From an optimization exercise on the open Yosys and OpenROAD flow, aimed at small area, a short achievable clock period and few clock cycles per item; shortcuts taken in it are not production practice. Where RTL was checked, it was by simulation tests only, not by an equivalence proof against the original. Function not checked in run 4: the RTL went through the layout flow alone. No activity file was given, so power comes from the tool's default toggle rates.

--- flow/config.mk ---
export PLATFORM = sky130hd
export DESIGN_NAME = sta_chan_est
export DESIGN_NICKNAME = sta_chan_est
export VERILOG_FILES = /design/flow/design.v
export SDC_FILE = /design/flow/constraint.sdc
export NUM_CORES = 4
export LEC_CHECK = 0
export CAP_MARGIN = 20
export CORE_MARGIN = 2
export CORE_UTILIZATION = 45
export CTS_CLUSTER_DIAMETER = 80
export CTS_CLUSTER_SIZE = 30
export PLACE_DENSITY = 0.65
export SLEW_MARGIN = 20
--- flow/constraint.sdc ---
create_clock -name core_clock -period 11.0 [get_ports {ap_clk}]
set_input_delay 2.2000 -clock core_clock [delete_from_list [all_inputs] [get_ports {ap_clk}]]
set_output_delay 2.2000 -clock core_clock [all_outputs]
set_load 0.01 [all_outputs]
--- flow/design.v ---
module sta_chan_est #(
   parameter int unsigned N_SC        = 52,
   parameter int unsigned DW          = 32,
   parameter int unsigned ALPHA_SHIFT = 1
) (
   input  logic            ap_clk,
   input  logic            ap_rst,
   input  logic [2*DW-1:0] in_stream_TDATA,
   input  logic            in_stream_TVALID,
   output logic            in_stream_TREADY,
   input  logic            in_stream_TLAST,
   input  logic [1:0]      mode,
   input  logic            init,
   output logic [2*DW-1:0] estStream_TDATA,
   output logic            estStream_TVALID,
   input  logic            estStream_TREADY,
   output logic            estStream_TLAST,
   output logic [31:0]     sym_count,
   output logic            len_err
);
   localparam int unsigned KW = $clog2(N_SC + 1);    
   localparam int unsigned W  = 2 * DW;
   localparam int unsigned TW = DW + 3;              
   function automatic logic [31:0] f_inc32(input logic [31:0] v);
      logic [31:0] pp;
      int          j;
      pp = v;
      for (int l = 0; l < 5; l++) begin
         for (int i = 0; i < 32; i++) begin
            if (((i >> l) & 1) == 1) begin
               j     = ((i >> l) << l) - 1;
               pp[i] = pp[i] & pp[j];
            end
         end
      end
      f_inc32 = v ^ {pp[30:0], 1'b1};
   endfunction
   function automatic logic [KW-1:0] f_inc(input logic [KW-1:0] v);
      f_inc = (v == KW'(N_SC - 1)) ? '0 : v + 1'b1;
   endfunction
   logic [N_SC*W-1:0] r_ring;           
   logic [KW-1:0]     r_rot;            
   logic              r_fresh;          
   logic              r_in_rdy;
   logic              r_c_v, r_c_last;
   logic [KW-1:0]     r_k;
   logic              r_klt;            
   logic              r_mode0, r_byp;   
   logic [W-1:0]      r_p, r_c;
   logic              r_hv;
   logic              r_flush, r_sel;
   logic              r_e1, r_e1_last, r_e1_err, r_e1_sel, r_e1_wr;
   logic [2*TW-1:0]   r_cs_s, r_cs_c;
   logic              r_o_v, r_o_last;
   logic [W-1:0]      r_o;
   logic              r_q1_v, r_q1_last, r_q1_err, r_q2_v, r_q2_last, r_q2_err;
   logic [W-1:0]      r_q1, r_q2;
   logic              r_len_err;
   logic [31:0]       r_sym;
   logic          w_first, w_acc, w_emit, w_wr, w_otake, w_pop, w_direct, w_push;
   assign w_first  = !r_c_v || r_c_last;
   assign w_acc    = in_stream_TVALID && r_in_rdy;
   assign w_emit   = r_flush || (w_acc && r_c_v && !r_c_last);
   assign w_wr     = w_emit && r_klt;
   assign w_otake  = !r_o_v || estStream_TREADY;
   assign w_pop    = w_otake && r_q1_v;
   assign w_direct = w_otake && !r_q1_v && r_e1;
   assign w_push   = r_e1 && !w_direct;
   logic          n_c_v, n_c_last, n_fresh, n_k_lt, n_aligned, n_hv, n_mode0, n_byp;
   logic          n_q1_v, n_q2_v, n_space;
   logic [KW-1:0] n_k;
   logic          a0_fresh, a1_fresh, a0_aligned, a1_aligned, a0_klt, a1_klt;
   logic [KW-1:0] a0_k, a1_k, a0_rot, a1_rot;
   always_comb begin
      a0_k       = r_k;
      a0_klt     = r_klt;
      a0_rot     = (r_fresh && r_flush && r_klt) ? f_inc(r_k) : f_inc(r_rot);
      a0_fresh   = r_fresh && !(r_flush && r_klt);
      a0_aligned = !a0_klt || a0_fresh || (a0_rot == a0_k);
      a1_k       = w_first ? '0 : ((r_k == KW'(N_SC)) ? r_k : r_k + 1'b1);
      a1_klt     = (a1_k != KW'(N_SC));
      a1_rot     = (r_fresh && r_c_v && r_klt) ? f_inc(r_k) : f_inc(r_rot);
      a1_fresh   = r_fresh && !(r_c_v && r_klt);
      a1_aligned = !a1_klt || a1_fresh || (a1_rot == a1_k);
      n_c_v     = w_acc ? 1'b1 : (r_flush ? 1'b0 : r_c_v);
      n_c_last  = w_acc ? in_stream_TLAST : r_c_last;
      n_k       = w_acc ? a1_k : a0_k;
      n_k_lt    = w_acc ? a1_klt : a0_klt;
      n_fresh   = w_acc ? a1_fresh : a0_fresh;
      n_aligned = w_acc ? a1_aligned : a0_aligned;
      n_mode0   = (w_acc && w_first) ? ((mode == 2'd0) || (mode == 2'd3)) : r_mode0;
      n_byp     = (w_acc && w_first) ? (mode == 2'd2) : r_byp;
      n_hv      = !init && (r_hv || r_flush);
      n_q2_v    = (r_q2_v && !w_pop) || (r_q1_v && !w_pop && w_push) || (r_q2_v && w_push);
      n_q1_v    = n_q2_v || (r_q1_v && !w_pop) || w_push || (r_q2_v && w_pop);
      n_space   = !n_q2_v && !(n_q1_v && w_emit);
   end
   logic [W-1:0]    w_y, w_n, w_h;
   logic [2*TW-1:0] n_cs_s, n_cs_c;
   assign w_n = r_c_last ? r_c : in_stream_TDATA;
   assign w_h = r_ring[W-1:0];
   always_comb begin
      logic [TW-1:0] a, b, n, h, s1, c1, s2, c2, t;
      for (int c = 0; c < 2; c++) begin
         a  = r_byp ? '0 : TW'($signed(r_p[c*DW +: DW]));
         b  = TW'($signed(r_c[c*DW +: DW])) << (r_byp ? 2 : 1);
         h  = r_sel ? (TW'($signed(w_h[c*DW +: DW])) << 2) : '0;
         n  = r_byp ? '0 : TW'($signed(w_n[c*DW +: DW]));
         s1 = a ^ b ^ h;
         c1 = ((a & b) | (a & h) | (b & h)) << 1;
         s2 = s1 ^ c1 ^ n;
         c2 = ((s1 & c1) | (s1 & n) | (c1 & n)) << 1;
         n_cs_s[c*TW +: TW] = s2;
         n_cs_c[c*TW +: TW] = c2;
         t = r_cs_s[c*TW +: TW] + r_cs_c[c*TW +: TW];
         w_y[c*DW +: DW] = r_e1_sel ? t[DW+2:3] : t[DW+1:2];
      end
   end
   always_ff @(posedge ap_clk) begin
      r_ring <= {r_ring[W-1:0], (r_e1_wr ? w_y : r_ring[N_SC*W-1 -: W]),
                 r_ring[(N_SC-1)*W-1:W]};
      r_cs_s <= n_cs_s;
      r_cs_c <= n_cs_c;
      if (w_acc) begin
         r_p <= w_first ? in_stream_TDATA : r_c;
         r_c <= in_stream_TDATA;
      end
      if (w_pop) begin
         if (r_q2_v) begin
            r_q1      <= r_q2;
            r_q1_last <= r_q2_last;
            r_q1_err  <= r_q2_err;
         end else if (w_push) begin
            r_q1      <= w_y;
            r_q1_last <= r_e1_last;
            r_q1_err  <= r_e1_err;
         end
      end else if (w_push && !r_q1_v) begin
         r_q1      <= w_y;
         r_q1_last <= r_e1_last;
         r_q1_err  <= r_e1_err;
      end
      if (w_push && (w_pop ? r_q2_v : r_q1_v)) begin
         r_q2      <= w_y;
         r_q2_last <= r_e1_last;
         r_q2_err  <= r_e1_err;
      end
      if (ap_rst) begin
         r_rot     <= '0;
         r_fresh   <= 1'b1;
         r_in_rdy  <= 1'b1;
         r_c_v     <= 1'b0;
         r_c_last  <= 1'b0;
         r_k       <= '0;
         r_klt     <= 1'b1;
         r_mode0   <= 1'b1;
         r_byp     <= 1'b0;
         r_hv      <= 1'b0;
         r_flush   <= 1'b0;
         r_sel     <= 1'b0;
         r_e1      <= 1'b0;
         r_e1_last <= 1'b0;
         r_e1_err  <= 1'b0;
         r_e1_sel  <= 1'b0;
         r_e1_wr   <= 1'b0;
         r_q1_v    <= 1'b0;
         r_q2_v    <= 1'b0;
         r_o       <= '0;
         r_o_v     <= 1'b0;
         r_o_last  <= 1'b0;
         r_len_err <= 1'b0;
         r_sym     <= '0;
      end else begin
         r_rot     <= w_acc ? a1_rot : a0_rot;
         r_fresh   <= n_fresh;
         r_in_rdy  <= !n_c_v || (n_aligned && n_space);
         r_c_v     <= n_c_v;
         r_c_last  <= n_c_last;
         r_k       <= n_k;
         r_klt     <= n_k_lt;
         r_mode0   <= n_mode0;
         r_byp     <= n_byp;
         r_hv      <= n_hv;
         r_flush   <= n_c_v && n_c_last && n_aligned && n_space;
         r_sel     <= n_hv && n_k_lt && n_mode0;
         r_e1      <= w_emit;
         r_e1_last <= r_c_last;
         r_e1_err  <= r_c_last && (r_k != KW'(N_SC - 1));
         r_e1_sel  <= r_sel;
         r_e1_wr   <= w_wr;
         r_q1_v <= n_q1_v;
         r_q2_v <= n_q2_v;
         if (w_otake) begin
            if (r_q1_v) begin
               r_o      <= r_q1;
               r_o_v    <= 1'b1;
               r_o_last <= r_q1_last;
               if (r_q1_last) begin
                  r_sym <= f_inc32(r_sym);
                  if (r_q1_err) r_len_err <= 1'b1;
               end
            end else begin
               r_o      <= w_y;
               r_o_v    <= r_e1;
               r_o_last <= r_e1_last;
               if (r_e1 && r_e1_last) begin
                  r_sym <= f_inc32(r_sym);
                  if (r_e1_err) r_len_err <= 1'b1;
               end
            end
         end
      end
   end
   assign in_stream_TREADY = r_in_rdy;
   assign estStream_TDATA  = r_o;
   assign estStream_TVALID = r_o_v;
   assign estStream_TLAST  = r_o_last;
   assign sym_count        = r_sym;
   assign len_err          = r_len_err;
endmodule
--- flow/flow/run.sh ---
#!/bin/bash
set -euo pipefail
export SETUP_SLACK_MARGIN=7.25
export CTS_ARGS="-sink_clustering_enable -repair_clock_nets -sink_clustering_size 30 -sink_clustering_max_diameter 80 -dont_use_dummy_load"
bash standard.sh > standard_flow.log 2>&1
--- flow/standard.sh ---
#!/bin/bash
# synth_recipe.tcl (not shown) runs the flow's synth.tcl, then flattens the netlist and writes it again
# the make line also repeats each setting of config.mk as NAME=value (left out here)
make -C /OpenROAD-flow-scripts/flow DESIGN_CONFIG=/design/flow/config.mk WORK_HOME=/design/flow/orfs CLKGATE_MAP_FILE= SYNTH_SCRIPT=/design/flow/synth_recipe.tcl "${@:-finish}"
==> results of run 1 <==
-- cell usage after synthesis, drive strengths merged (49+ instances only) --
cell type / instances
dfxtp: 3592
nand2: 362
nor2: 294
edfxtp: 260
a21oi: 241
clkbuf: 132
fa: 132
mux2i: 121
mux2: 97
o21ai: 94
nor2b: 84
inv: 83
ha: 77
and2: 76
xnor2: 52
a21o: 49
-- registers in the layout (all words and copies together) (netlist names), 6 cells and up --
register  flops
r_q1         64
r_c          64
r_rot         6
r_o          64
r_q2         64
r_k           6
r_cs_s       68
r_cs_c       68
r_sym        32
r_p          64
r_ring     3328
-- path summary, 6_finish.rpt --
path,cells past startpoint,to,start,slack (ns)
worst min-delay path,0,r_ring[84]$_DFF_P_,r_ring[148]$_DFF_P_,0.27
worst min register to register,0,r_ring[84]$_DFF_P_,r_ring[148]$_DFF_P_,0.27
worst max register to register,11,r_q1[29]$_DFFE_PP_,r_cs_c[1]$_DFF_P_,7.37
worst max-delay path,1,sym_count[30],r_sym[30]$_SDFFE_PP0P_,7.32
-- stage by stage --
| step | setup slack, ns | cells | instance area, µm² |
|---|---|---|---|
| 6_report | 7.32 | 9142 | 104000 |
| 5_1_grt | 7.22 | 9139 | 104000 |
| 4_1_cts | 7.16 | 9135 | 104000 |
| 3_5_place_dp | 6.00 | 8975 | 100000 |
| 3_3_place_gp | 6.01 | 8975 | 100000 |
| 2_1_floorplan | 6.91 | 6139 | 95400 |
-- per-layer routing --
metal | vias up | GRT usage [%]
met1 | 19539 | 18.9
met3 | 280 | 3.51
met5 | - | 0
met4 | 36 | 5.40
li1 | 20175 | -
met2 | 604 | 21.1
-- power by group through the flow --
stage | sequential [mW] | combinational, mW | clock (mW)
3_3_place_gp | 16.3 | 3.35 | 0
4_1_cts | 16.1 | 3.37 | 6.56
2_1_floorplan | 16.1 | 2.15 | 0
3_5_place_dp | 16.3 | 3.40 | 0
6_report | 16.0 | 3.37 | 6.33
5_1_grt | 16.1 | 3.73 | 7.03
-- cells by family after synthesis --
logic type,share of synthesized area [%]
AOI/OAI and AO/OA,3.50
muxes,2.43
and+or+nand+nor,4.73
other,0.00394
buffers and inverters,0.951
DFF,83.7
adders and majority gates,3.79
xor gates and xnor gates,0.919
-- cell type report --
class	count	area, µm²	area share (%)
well taps	2805	3510	3.37
clock buffers	155	3880	3.72
multi-input cells	2050	14800	14.2
inverters	84	343	0.329
diodes	5	12.5	0.0120
repair buffers	190	1680	1.61
repair inverters	1	16.3	0.0156
flip-flops and latches	3852	79900	76.7
-- repair_timing --
action                     CTS  global route
buffers inserted             3             2
gates cloned                 2             0
pin swaps                    2             0
gates resized for setup    374            38
setup endpoints to repair  216           121
==> results.sh, run 1 <==
export IMPL_drt_iter0_markers=2338
export IMPL_yosysWarnings=1
export IMPL_first_pass_iters=5
export IMPL_initial_utilization_pct=45.4
export IMPL_wl_met1_mm=71.0
export IMPL_synth_cell_types=80
export IMPL_finalHoldViolCount=0
export IMPL_grt_pass1_wl_mm=234
export IMPL_utilization_pct=49.6
export IMPL_max_vdd_ir_drop_mv=0.182
export IMPL_die_h_um=464
export IMPL_ys_flop_type="dfxtp_1"
export IMPL_whs_ns=0.273
export IMPL_worst_endpoint_arrival_ns=1.48
export IMPL_remaining_drc_errors=0
export IMPL_cp_cell_sequence="dlygate4sd2_1"
export IMPL_cp_max_fo=3
export IMPL_syn_area_um2=95300
export IMPL_ctsHoldBuffers=0
export IMPL_p_int_mw=19.3
export IMPL_finalMaxSlewViolations=0
export IMPL_status="finished clean"
export IMPL_nets=6615
export IMPL_finClkSkew_ns=0.0957
export IMPL_p_sw_mw=6.36
export IMPL_seq_power_share_pct=62.3
export IMPL_cts_buffers=155
export IMPL_yosysTopAreaCell="dfxtp_1"
export IMPL_top_layer="met5"
export IMPL_synth_edf_count=260
export IMPL_power_density_nw_per_um2=247
export IMPL_hold_path_class="reg2reg"
export IMPL_antenna_left=0
export IMPL_num_vias=40634
export IMPL_core_area_um2=210000
export IMPL_cts_sinks=3852
export IMPL_cts_path_max_buffers=3
export IMPL_maxSlewHeadroom_pct=29.3
export IMPL_cap_viol_max_count=0
export IMPL_io_buffers=171
export IMPL_avgSynthCellArea_um2=15.5
export IMPL_cts_root_buffer="clkbuf_16"
export IMPL_endpoint_kind="primary output"
export IMPL_critPathKind="reg2out"
export IMPL_seq_area_frac_synth_pct=83.7
export IMPL_layout_common_cells="dfxtp_1 (3,535), nand2_1 (359), nor2_1 (291)"
export IMPL_syn_to_final_growth_pct=9.32
export IMPL_p_clk_share_pct=24.6
export IMPL_routed_wl_mm=149
export IMPL_drive_above_1_share_pct=7.08
export IMPL_grt_pass1_vias=40566
export IMPL_grt_usage_pct=13.8
export IMPL_rows=168
export IMPL_place_congestion=0.860
export IMPL_cts_tree="done"
export IMPL_antenna_found_initial=39
export IMPL_dr_wl_met2_mm=64.0
export IMPL_critPathBufInv=1
export IMPL_h_tree_depth=4
export IMPL_cp_slowest_cell="dfxtp_1"
export IMPL_final_setup_tns_ns=0
export IMPL_rsz0062_at_grt="yes"
export IMPL_dr_wl_met3_mm=7.65
export IMPL_fmax_mhz=272
export IMPL_synth_area_leaders="dfxtp_1 (75%), edfxtp_1 (8.2%), fa_1 (2.8%)"
export IMPL_grt_start_max_net_pins=87
export IMPL_wl_per_cell_um=16.3
export IMPL_yosysTopAreaCellShare_pct=75.5
export IMPL_swShare_pct=24.7
export IMPL_fill_cells=17511
export IMPL_dieArea_um2=215000
export IMPL_synthCells=6138
export IMPL_path_clk_slew_ns=0.10
export IMPL_grt_overflow=0
export IMPL_ios=172
export IMPL_setup_violations=0
export IMPL_period_needed_ns=3.68
export IMPL_leakagePower_nw=41.6
export IMPL_ys_ff_latch=3852
export IMPL_dp_hpwl_mm=94.4
export IMPL_critPathLaunchType="flop"
export IMPL_final_common_cell="dfxtp_1"
export IMPL_clk_latency_ns=0.84
export IMPL_fin_total_pwr_mw=25.7
export IMPL_via_per_inst=4.44
export IMPL_cpLargestDelayFamily="flip-flops"
export IMPL_critical_path_required_ns=8.80
export IMPL_dieWidth_um=464
export IMPL_max_stage_delay_ns=0.42
export IMPL_combPwrFrac_pct=13.1
export IMPL_fin_crit_sh_pct=33.4
export IMPL_worst_pin_slew_ns=1.06
export IMPL_synth_async_reset_ratio_pct=0
Testbench counts, summed over its fixed seeds: cycles 16,664, items 16,640.
==> run 2, diff against run 1 <==
==> flow/flow/run.sh (replaced) <==
#!/bin/bash
set -euo pipefail
export SETUP_SLACK_MARGIN=7.4
export CTS_ARGS="-sink_clustering_enable -repair_clock_nets -sink_clustering_size 30 -sink_clustering_max_diameter 80 -dont_use_dummy_load"
bash standard.sh > standard_flow.log 2>&1
==> results.sh, run 2 <==
export IMPL_grt_start_max_net_pins=137
export IMPL_met1_usage_pct=19.1
export IMPL_cap_viol_max_count=0
export IMPL_cp_slowest_cell="dfxtp_4"
export IMPL_grt_pass1_vias=40545
export IMPL_synth_async_reset_ratio_pct=0
export IMPL_nets=6653
export IMPL_remaining_drc_errors=0
export IMPL_ys_ff_latch=3852
export IMPL_num_vias=40711
export IMPL_finalHoldViolCount=0
export IMPL_dp_hpwl_mm=94.9
export IMPL_gr_usage_met2_pct=21.3
export IMPL_p_sw_mw=6.41
export IMPL_ctsHoldBuffers=0
export IMPL_p_clk_share_pct=24.6
export IMPL_antenna_found_initial=38
export IMPL_drive_above_1_share_pct=8.57
export IMPL_synth_cell_types=80
export IMPL_final_common_cell="dfxtp_1"
export IMPL_grt_usage_pct=13.8
export IMPL_final_setup_tns_ns=0
export IMPL_clk_latency_ns=0.82
export IMPL_cts_root_buffer="clkbuf_16"
export IMPL_cpLargestDelayFamily="flip-flops"
export IMPL_cts_sinks=3852
export IMPL_drt_iter0_markers=2252
export IMPL_cts_tree="done"
export IMPL_synth_edf_count=260
export IMPL_core_area_um2=210000
export IMPL_grt_busiest_layer="met2"
export IMPL_fmax_mhz=280
export IMPL_syn_to_final_growth_pct=9.77
export IMPL_grt_use_met3_pct=3.03
export IMPL_max_vdd_ir_drop_mv=0.210
export IMPL_rows=168
export IMPL_place_congestion=0.829
export IMPL_synthCells=6138
export IMPL_via_per_inst=4.44
export IMPL_cp_max_fo=2
export IMPL_grt_overflow=0
export IMPL_max_stage_delay_ns=0.44
export IMPL_io_buffers=171
export IMPL_worst_pin_slew_ns=1.05
export IMPL_path_clk_slew_ns=0.10
export IMPL_seq_power_share_pct=62.0
export IMPL_largestRegisters="r_ring x3328, r_cs_c x68, r_cs_s x68"
export IMPL_cts_path_max_buffers=3
export IMPL_critPathBufInv=1
export IMPL_final_area_um2=105000
export IMPL_synth_most_common_cell="dfxtp_1"
export IMPL_leakagePower_nw=41.8
export IMPL_yosysWarnings=1
export IMPL_setup_violations=0
export IMPL_layout_common_cells="dfxtp_1 (3,517), nand2_1 (358), nor2_1 (291)"
export IMPL_placedInstanceArea_um2=100000
export IMPL_cp_cell_sequence="buf_6"
export IMPL_largest_reg_flops=3328
export IMPL_fin_total_pwr_mw=25.9
export IMPL_largest_register="r_ring"
export IMPL_dieArea_um2=215000
export IMPL_yosysTopAreaCell="dfxtp_1"
export IMPL_finalMaxSlewViolations=0
export IMPL_critPathLaunchType="flop"
export IMPL_critPathKind="reg2out"
export IMPL_ys_flop_type="dfxtp_1"
export IMPL_endpoint_kind="primary output"
export IMPL_period_needed_ns=3.57
export IMPL_utilization_pct=49.8
export IMPL_avgSynthCellArea_um2=15.5
export IMPL_syn_area_um2=95300
export IMPL_synth_area_leaders="dfxtp_1 (75%), edfxtp_1 (8.2%), fa_1 (2.8%)"
export IMPL_antenna_left=0
export IMPL_ios=172
export IMPL_rsz0062_at_grt="yes"
export IMPL_status="finished clean"
export IMPL_maxSlewHeadroom_pct=29.9
export IMPL_synth_common_cells="dfxtp_1 (3,592), nand2_1 (362), nor2_1 (294), edfxtp_1 (260), a21oi_1 (241)"
export IMPL_wl_per_cell_um=16.3
export IMPL_combPwrFrac_pct=13.5
export IMPL_h_tree_depth=4
export IMPL_cts_buffers=156
export IMPL_finClkSkew_ns=0.0881
export IMPL_seq_area_frac_synth_pct=83.7
export IMPL_yosysTopAreaCellShare_pct=75.5
export IMPL_power_density_nw_per_um2=247
export IMPL_worst_endpoint_arrival_ns=1.37
export IMPL_hold_path_class="reg2reg"
export IMPL_first_pass_iters=5
export IMPL_dieWidth_um=464
export IMPL_fin_crit_sh_pct=32.4
export IMPL_critical_path_required_ns=8.80
export IMPL_routed_wl_mm=150
export IMPL_grt_pass1_wl_mm=233
export IMPL_p_int_mw=19.4
export IMPL_die_h_um=464
export IMPL_swShare_pct=24.8
export IMPL_initial_utilization_pct=45.4
run 2: cell type report:
cell class                      instances  area (µm²)
Timing Repair Buffer                  228        2010
Antenna cell                            3        7.51
Sequential cell                      3852       79900
Tap cell                             2805        3510
Fill cell                           17418      105000
Clock buffer                          156        3900
Timing Repair inverter                  1        11.3
Inverter                               84         344
Multi-Input combinational cell       2049       14900
run 2: timing repair:
action	4_1_cts	5_1_grt
pin swaps	4	6
cloned	0	1
resized for setup	659	16
setup buffers	36	4
endpoints found under the setup margin	331	83
run 2: path summary, 6_finish.rpt:
check | to | cells after the start | start | slack [ns]
worst max-delay path | estStream_TDATA[32] | 1 | r_o[32]$_SDFFE_PP0P_ | 7.43
worst min register to register | r_ring[1798]$_DFF_P_ | 0 | r_ring[1862]$_DFF_P_ | 0.25
worst min-delay path | r_ring[1798]$_DFF_P_ | 0 | r_ring[1862]$_DFF_P_ | 0.25
worst max register to register | r_q1[60]$_DFFE_PP_ | 11 | r_cs_s[37]$_DFF_P_ | 7.51
run 2: power groups by stage:
stage	sequential (mW)	combinational, mW	clock [mW]
6_report	16.0	3.48	6.35
5_1_grt	16.2	3.83	7.04
4_1_cts	16.1	3.47	6.58
3_5_place_dp	16.3	3.42	0
3_3_place_gp	16.3	3.36	0
2_1_floorplan	16.1	2.15	0
run 2: logic make-up after synthesis:
| family | after synthesis | share of synthesized area (%) |
|---|---|---|
| other cells | 1 | 0.00394 |
| compound gates | 536 | 3.50 |
| mux | 218 | 2.43 |
| buf+inv | 238 | 0.951 |
| fa+ha+maj | 209 | 3.79 |
| simple gates | 984 | 4.73 |
| flops | 3852 | 83.7 |
| xor+xnor | 100 | 0.919 |
run 2: stage by stage:
stage	instances	hold WS, ns	setup slack (ns)
after detailed placement	8976	0.312	5.97
after floorplan	6139	0.310	6.91
after global routing	9176	0.247	7.35
after global placement	8976	0.310	6.00
after CTS	9168	0.254	7.32
final	9178	0.254	7.43
run 2: routing by layer:
| metal | part of all wire, % | vias up |
|---|---|---|
| met5 | 0.13 | - |
| met4 | 3.5 | 32 |
| met3 | 4.6 | 290 |
| met2 | 44 | 645 |
| met1 | 48 | 19497 |
| li1 | - | 20247 |
==> run 3, diff against run 2 <==
==> flow/flow/run.sh (replaced) <==
#!/bin/bash
set -euo pipefail
export SETUP_SLACK_MARGIN=7.4
export CTS_ARGS="-sink_clustering_enable -repair_clock_nets -sink_clustering_size 40 -sink_clustering_max_diameter 50 -dont_use_dummy_load"
bash standard.sh > standard_flow.log 2>&1
--- a/flow/config.mk
+++ b/flow/config.mk
@@ -10,4 +10,4 @@
 export CORE_UTILIZATION = 45
-export CTS_CLUSTER_DIAMETER = 80
-export CTS_CLUSTER_SIZE = 30
+export CTS_CLUSTER_DIAMETER = 50
+export CTS_CLUSTER_SIZE = 40
 export PLACE_DENSITY = 0.65
==> results.sh, run 3 <==
export IMPL_ys_flop_type="dfxtp_1"
export IMPL_yosysWarnings=1
export IMPL_p_int_mw=20.2
export IMPL_dr_wl_met2_mm=66.8
export IMPL_critical_path_required_ns=8.80
export IMPL_clk_latency_ns=0.86
export IMPL_hold_path_depth=0
export IMPL_cp_max_fo=2
export IMPL_cts_root_buffer="clkbuf_16"
export IMPL_cpLargestDelayFamily="flip-flops"
export IMPL_cp_slowest_cell="dfxtp_4"
export IMPL_cts_sinks=3852
export IMPL_io_buffers=171
export IMPL_grt_pass1_vias=41021
export IMPL_dieWidth_um=464
export IMPL_nets=6702
export IMPL_core_area_um2=210000
export IMPL_seq_area_frac_synth_pct=83.7
export IMPL_max_stage_delay_ns=0.43
export IMPL_place_congestion=0.829
export IMPL_syn_to_final_growth_pct=11.2
export IMPL_synth_most_common_cell="dfxtp_1"
export IMPL_ys_ff_latch=3852
export IMPL_timing_rr_end="r_q1[62]$_DFFE_PP_"
export IMPL_synthCells=6138
export IMPL_top_layer="met5"
export IMPL_rrSetupSlack_ns=7.49
export IMPL_finalMaxSlewViolations=0
export IMPL_die_h_um=464
export IMPL_layout_common_cells="dfxtp_1 (3,517), nand2_1 (358), nor2_1 (291)"
export IMPL_worst_pin_slew_ns=1.07
export IMPL_antenna_found_initial=36
export IMPL_wl_per_cell_um=16.4
export IMPL_hold_path_class="reg2reg"
export IMPL_largest_reg_flops=3328
export IMPL_dieArea_um2=215000
export IMPL_power_density_nw_per_um2=253
export IMPL_timing_rr_start="r_cs_s[45]$_DFF_P_"
export IMPL_initial_utilization_pct=45.4
export IMPL_antenna_left=0
export IMPL_drive_above_1_share_pct=9.24
export IMPL_critPathLaunchType="flop"
export IMPL_grt_overflow=0
export IMPL_finalHoldViolCount=0
export IMPL_synth_edf_count=260
export IMPL_grt_start_max_net_pins=137
export IMPL_cts_path_max_buffers=3
export IMPL_cp_cell_sequence="buf_6"
export IMPL_dr_wl_met3_mm=7.74
export IMPL_period_needed_ns=3.56
export IMPL_largestRegisters="r_ring x3328, r_cs_c x68, r_cs_s x68"
export IMPL_cap_viol_max_count=0
export IMPL_ctsHoldBuffers=0
export IMPL_worst_endpoint_arrival_ns=1.36
export IMPL_finClkSkew_ns=0.0960
export IMPL_rsz0062_at_grt="yes"
export IMPL_yosysTopAreaCellShare_pct=75.5
export IMPL_num_vias=41084
export IMPL_p_clk_share_pct=27.2
export IMPL_final_common_cell="dfxtp_1"
export IMPL_synth_cell_types=80
export IMPL_status="finished clean"
export IMPL_routed_wl_mm=151
export IMPL_fmax_mhz=281
export IMPL_largest_register="r_ring"
export IMPL_ios=172
export IMPL_yosysTopAreaCell="dfxtp_1"
export IMPL_grt_pass1_wl_mm=235
export IMPL_grt_usage_pct=13.9
export IMPL_synth_common_cells="dfxtp_1 (3,592), nand2_1 (362), nor2_1 (294), edfxtp_1 (260), a21oi_1 (241)"
export IMPL_synth_async_reset_ratio_pct=0
export IMPL_seq_power_share_pct=59.8
export IMPL_whs_ns=0.236
export IMPL_remaining_drc_errors=0
export IMPL_synth_area_leaders="dfxtp_1 (75%), edfxtp_1 (8.2%), fa_1 (2.8%)"
export IMPL_setup_violations=0
export IMPL_cts_tree="done"
export IMPL_fin_crit_sh_pct=32.4
export IMPL_wl_met1_mm=71.3
export IMPL_p_sw_mw=6.56
export IMPL_swShare_pct=24.5
export IMPL_leakagePower_nw=42.5
export IMPL_max_vdd_ir_drop_mv=0.189
export IMPL_rows=168
export IMPL_via_per_inst=4.45
export IMPL_h_tree_depth=4
export IMPL_drt_iter0_markers=2187
export IMPL_critPathBufInv=1
export IMPL_endpoint_kind="primary output"
export IMPL_hold_path_end="r_ring[2471]$_DFF_P_"
export IMPL_avgSynthCellArea_um2=15.5
export IMPL_combPwrFrac_pct=13.0
export IMPL_syn_area_um2=95300
export IMPL_path_clk_slew_ns=0.10
export IMPL_dp_hpwl_mm=94.9
export IMPL_worstHoldStart="r_ring[2535]$_DFF_P_"
export IMPL_first_pass_iters=5
export IMPL_ff2ff_path_depth=10
export IMPL_final_setup_tns_ns=0
export IMPL_critPathKind="reg2out"
export IMPL_maxSlewHeadroom_pct=28.3
export IMPL_cts_buffers=208
==> run 3: layout make-up <==
cell class                 instances  area (µm²)
multi-input combinational       2049       14800
inverter                          84         344
sequential                      3852       79900
fill                           17277      104000
timing repair inverter             1        11.3
clock buffer                     208        5200
tap                             2805        3510
antenna                            2        5.00
timing repair buffer             225        2080
==> run 3: power groups by stage <==
stage	clock network (mW)	logic (mW)	registers [mW]
2_1_floorplan	0	2.15	16.1
3_3_place_gp	0	3.36	16.3
3_5_place_dp	0	3.42	16.3
4_1_cts	7.53	3.47	16.1
5_1_grt	8.01	3.83	16.2
6_report	7.30	3.49	16.0
==> run 3: through the flow <==
step           total power, mW  instances  setup slack, ns  util [%]  cell area (µm²)
5_1_grt                   28.0       9224             7.36      50.4           106000
2_1_floorplan             18.3       6139             6.91         -            95400
3_3_place_gp              19.7       8976             6.00      47.7           100000
3_5_place_dp              19.7       8976             5.97      47.7           100000
4_1_cts                   27.1       9216             7.19      50.4           106000
6_report                  26.8       9226             7.44      50.4           106000
==> run 3: cells by family after synthesis <==
kind of cell | synth area share (%)
AOI/OAI and AO/OA | 3.50
DFF | 83.7
adders and majority gates | 3.79
muxes | 2.43
xor gates and xnor gates | 0.919
buffers and inverters | 0.951
and+or+nand+nor | 4.73
other | 0.00394
==> run 3: worst max-delay path by stage <==
stage	startpoint	end	slack, ns	cells after the start
after global routing	r_cs_c[1]$_DFF_P_	r_q1[29]$_DFFE_PP_	7.36	11
after global placement	estStream_TREADY	r_sym[31]$_SDFFE_PP0P_	6.00	11
after detailed placement	estStream_TREADY	r_sym[31]$_SDFFE_PP0P_	5.97	11
after CTS	r_o[1]$_SDFFE_PP0P_	estStream_TDATA[1]	7.19	1
after floorplan	estStream_TREADY	r_q1[0]$_DFFE_PP_	6.91	4
final	r_o[32]$_SDFFE_PP0P_	estStream_TDATA[32]	7.44	1
==> run 3: repair_timing <==
action	4_1_cts	5_1_grt
pin swaps	5	4
buffers inserted	32	5
endpoints found under the hold margin	0	0
cloned	0	1
gates resized for setup	668	22
endpoints found under the setup margin	331	70
==> run 3: layer usage <==
metal	vias to the layer above	track usage (%)
met3	317	3.39
li1	20359	-
met1	19655	19.0
met5	-	0
met4	36	5.24
met2	717	21.5
==> run 4, diff against run 3 <==
--- a/flow/design.v
+++ b/flow/design.v
@@ -51,3 +51,3 @@
    logic              r_flush, r_sel;
-   logic              r_e1, r_e1_last, r_e1_err, r_e1_sel, r_e1_wr;
+   logic              r_e1, r_e1_last, r_e1_err, r_e1_wr;
    logic [2*TW-1:0]   r_cs_s, r_cs_c;
@@ -104,6 +104,6 @@
       for (int c = 0; c < 2; c++) begin
-         a  = r_byp ? '0 : TW'($signed(r_p[c*DW +: DW]));
-         b  = TW'($signed(r_c[c*DW +: DW])) << (r_byp ? 2 : 1);
+         a  = r_byp ? '0 : (TW'($signed(r_p[c*DW +: DW])) << (r_sel ? 0 : 1));
+         b  = TW'($signed(r_c[c*DW +: DW])) << (r_byp ? 3 : (r_sel ? 1 : 2));
          h  = r_sel ? (TW'($signed(w_h[c*DW +: DW])) << 2) : '0;
-         n  = r_byp ? '0 : TW'($signed(w_n[c*DW +: DW]));
+         n  = r_byp ? '0 : (TW'($signed(w_n[c*DW +: DW])) << (r_sel ? 0 : 1));
          s1 = a ^ b ^ h;
@@ -115,3 +115,3 @@
          t = r_cs_s[c*TW +: TW] + r_cs_c[c*TW +: TW];
-         w_y[c*DW +: DW] = r_e1_sel ? t[DW+2:3] : t[DW+1:2];
+         w_y[c*DW +: DW] = t[DW+2:3];
       end
@@ -163,3 +163,2 @@
          r_e1_err  <= 1'b0;
-         r_e1_sel  <= 1'b0;
          r_e1_wr   <= 1'b0;
@@ -188,3 +187,2 @@
          r_e1_err  <= r_c_last && (r_k != KW'(N_SC - 1));
-         r_e1_sel  <= r_sel;
          r_e1_wr   <= w_wr;
==> flow/flow/run.sh (replaced) <==
#!/bin/bash
set -euo pipefail
export SETUP_SLACK_MARGIN=7.8
bash standard.sh > standard_flow.log 2>&1
--- a/flow/config.mk
+++ b/flow/config.mk
@@ -9,6 +9,6 @@
 export CORE_MARGIN = 2
-export CORE_UTILIZATION = 45
-export CTS_CLUSTER_DIAMETER = 50
-export CTS_CLUSTER_SIZE = 40
-export PLACE_DENSITY = 0.65
+export CORE_UTILIZATION = 30
+export CTS_CLUSTER_DIAMETER = 80
+export CTS_CLUSTER_SIZE = 30
+export PLACE_DENSITY = 0.5
 export SLEW_MARGIN = 20
==> results.sh, run 4 <==
export IMPL_worstSetupPathDepth=1
export IMPL_cts_buffers=176
export IMPL_layout_common_cells="dfxtp_1 (3,485), nand2_1 (476), edfxtp_1 (260)"
export IMPL_timing_rr_end="r_q1[63]$_DFFE_PP_"
export IMPL_yosysWarnings=1
export IMPL_largest_reg_flops=3328
export IMPL_endpoint_kind="primary output"
export IMPL_cap_viol_max_count=0
export IMPL_avgSynthCellArea_um2=15.5
export IMPL_cts_root_buffer="clkbuf_16"
export IMPL_grt_usage_pct=10.1
export IMPL_synth_most_common_cell="dfxtp_1"
export IMPL_whs_ns=0.295
export IMPL_synth_cell_types=84
export IMPL_h_tree_depth=4
export IMPL_finalHoldViolCount=0
export IMPL_max_stage_delay_ns=0.46
export IMPL_syn_to_final_growth_pct=14.6
export IMPL_core_area_um2=320000
export IMPL_die_h_um=571
export IMPL_synth_async_reset_ratio_pct=0
export IMPL_power_density_nw_per_um2=255
export IMPL_max_vdd_ir_drop_mv=0.155
export IMPL_layout_setup_ws_ns=7.32
export IMPL_remaining_drc_errors=0
export IMPL_clk_latency_ns=0.89
export IMPL_ys_flop_type="dfxtp_1"
export IMPL_routed_wl_mm=166
export IMPL_hold_path_class="reg2reg"
export IMPL_critPathBufInv=1
export IMPL_period_needed_ns=3.68
export IMPL_dpl_worst_slack_ns=5.33
export IMPL_finalMaxSlewViolations=0
export IMPL_final_setup_tns_ns=0
export IMPL_critPathLaunchType="flop"
export IMPL_grt_busiest_layer="met2"
export IMPL_fmax_mhz=271
export IMPL_synth_edf_count=260
export IMPL_fill_cells=30516
export IMPL_final_common_cell="dfxtp_1"
export IMPL_grt_start_max_net_pins=136
export IMPL_ys_ff_latch=3851
export IMPL_antenna_found_initial=46
export IMPL_grt_pass1_vias=42419
export IMPL_dp_hpwl_mm=102
export IMPL_drt_iter0_markers=2244
export IMPL_rrSetupSlack_ns=7.91
export IMPL_multi_input_area_um2=15900
export IMPL_ctsHoldBuffers=0
export IMPL_leakagePower_nw=43.1
export IMPL_finClkSkew_ns=0.0439
export IMPL_seq_area_frac_synth_pct=82.7
export IMPL_rows=208
export IMPL_status="finished clean"
export IMPL_critPathKind="reg2out"
export IMPL_cp_max_fo=2
export IMPL_cts_path_max_buffers=4
export IMPL_fin_crit_sh_pct=33.5
export IMPL_antenna_left=0
export IMPL_worst_pin_slew_ns=0.986
export IMPL_initial_utilization_pct=30.1
export IMPL_critical_path_required_ns=8.80
export IMPL_cp_slowest_cell="dfxtp_4"
export IMPL_cp_cell_sequence="buf_6"
export IMPL_num_vias=41932
export IMPL_nets=6799
export IMPL_regArea_um2=79900
export IMPL_grt_overflow=0
export IMPL_syn_area_um2=96400
export IMPL_setup_violations=0
export IMPL_maxSlewHeadroom_pct=34.3
export IMPL_gr_usage_met2_pct=15.2
export IMPL_path_clk_slew_ns=0.11
export IMPL_crit_end="estStream_TDATA[43]"
export IMPL_yosysTopAreaCellShare_pct=74.6
export IMPL_synth_common_cells="dfxtp_1 (3,591), nand2_1 (481), edfxtp_1 (260), mux2i_1 (247), nor2_1 (212)"
export IMPL_first_pass_iters=7
export IMPL_met1_usage_pct=14.2
export IMPL_dieArea_um2=326000
export IMPL_worst_endpoint_arrival_ns=1.48
export IMPL_synth_area_leaders="dfxtp_1 (75%), edfxtp_1 (8.1%), fa_1 (2.7%)"
export IMPL_synthCells=6235
export IMPL_io_buffers=171
export IMPL_cts_tree="done"
export IMPL_ios=172
export IMPL_place_congestion=0.795
export IMPL_grt_pass1_wl_mm=257
export IMPL_fin_total_pwr_mw=28.2
export IMPL_largestRegisters="r_ring x3328, r_cs_c x68, r_cs_s x68"
export IMPL_via_per_inst=3.84
export IMPL_wl_per_cell_um=15.2
export IMPL_ff2ff_path_depth=10
export IMPL_dieWidth_um=571
export IMPL_largest_register="r_ring"
export IMPL_grt_use_met3_pct=2.40
export IMPL_drive_above_1_share_pct=12.6
export IMPL_yosysTopAreaCell="dfxtp_1"
export IMPL_critPathLaunch="r_o[43]$_SDFFE_PP0P_"
export IMPL_cpLargestDelayFamily="flip-flops"
export IMPL_rsz0062_at_grt="yes"
export IMPL_cts_sinks=3851
export IMPL_timing_rr_start="r_cs_s[37]$_DFF_P_"
==> run 4: metrics by stage <==
stage,instance area [µm²],utilization (%),std cells
2_1_floorplan,96600,-,6236
3_3_place_gp,103000,32.2,10563
3_5_place_dp,103000,32.2,10563
4_1_cts,110000,34.3,10892
5_1_grt,110000,34.5,10919
6_report,110000,34.5,10926
==> run 4: how the worst min path moves through the flow <==
stage | from | end | slack, ns | cells after the start
after global routing | r_ring[3211]$_DFF_P_ | r_ring[3147]$_DFF_P_ | 0.30 | 0
after global placement | r_ring[1826]$_DFF_P_ | r_ring[1762]$_DFF_P_ | 0.31 | 0
after floorplan | r_ring[64]$_DFF_P_ | r_ring[0]$_DFF_P_ | 0.31 | 0
after CTS | r_ring[1665]$_DFF_P_ | r_ring[1601]$_DFF_P_ | 0.29 | 0
after detailed placement | r_ring[1099]$_DFF_P_ | r_ring[1035]$_DFF_P_ | 0.31 | 0
final | r_ring[1714]$_DFF_P_ | r_ring[1650]$_DFF_P_ | 0.29 | 0
==> run 4: cell type report <==
| class | instances | area share (%) |
|---|---|---|
| flip-flops and latches | 3851 | 72.3 |
| multi-input cells | 2058 | 14.4 |
| well taps | 4305 | 4.88 |
| clock buffers | 203 | 4.14 |
| repair buffers | 266 | 2.49 |
| clock inverters | 66 | 1.11 |
| inverters | 167 | 0.587 |
| diodes | 10 | 0.0227 |
==> run 4: cells by family (layout without fill, tap and decap cells) <==
kind of cell               Yosys count  after routing  synth area share, %
other                                1             12              0.00389
xor gates and xnor gates           110            110                 1.02
muxes                              369            369                 4.02
DFF                               3851           3851                 82.7
AOI/OAI and AO/OA                  448            449                 3.11
buffers and inverters              333            702                 1.32
adders and majority gates          208            208                 3.71
and+or+nand+nor                    915            920                 4.10
==> run 4: power breakdown <==
group	switching (mW)	internal, mW
clock	4.53	3.24
combinational	2.28	1.40
sequential	0.590	16.1
==> run 4: repair_timing <==
item                                    4_1_cts  5_1_grt
pin swaps                                     2       14
setup buffers                                52       24
endpoints found under the setup margin      504      153
resized for setup                           773       49
cloned                                        8        0
==> run 4: routing by layer <==
layer / up-vias / part of all wire (%)
met1: 20240 / 49
met2: 651 / 42
met5: - / 0.096
met4: 24 / 3.2
li1: 20716 / -
met3: 301 / 5.2

==> afterwards: timing with drivers on the ports <==
The flow's constraints put no driver on any port. The routed layouts listed below were extracted and timed again, unchanged, in two steps. Step 1: set_driving_cell puts a clkbuf_16 on ap_clk and a buf_2 on each other input, an assumption about the parent block. Step 2, shift: input delay + t, output delay - t, t = (earliest + latest rising clock arrival at the registers) / 2. This alone moves slack from input paths to output paths. Three values: ideal, step 1, step 2; two values: the first two.
run	t, ns	setup WS [ns]	worst setup path after step 2
run 1	0.872	7.322 / 7.239 / 6.534	input to register
run 2	0.856	7.431 / 7.349 / 6.695	input to register
run 3	0.897	7.437 / 7.352 / 6.553	input to register
run 4	0.956	7.316 / 7.224 / 6.798	input to register
After both steps every run listed still meets setup and hold. The setup slack of run 3, which loses most, moves by -0.085 ns with the drivers and by -0.884 ns with both steps.
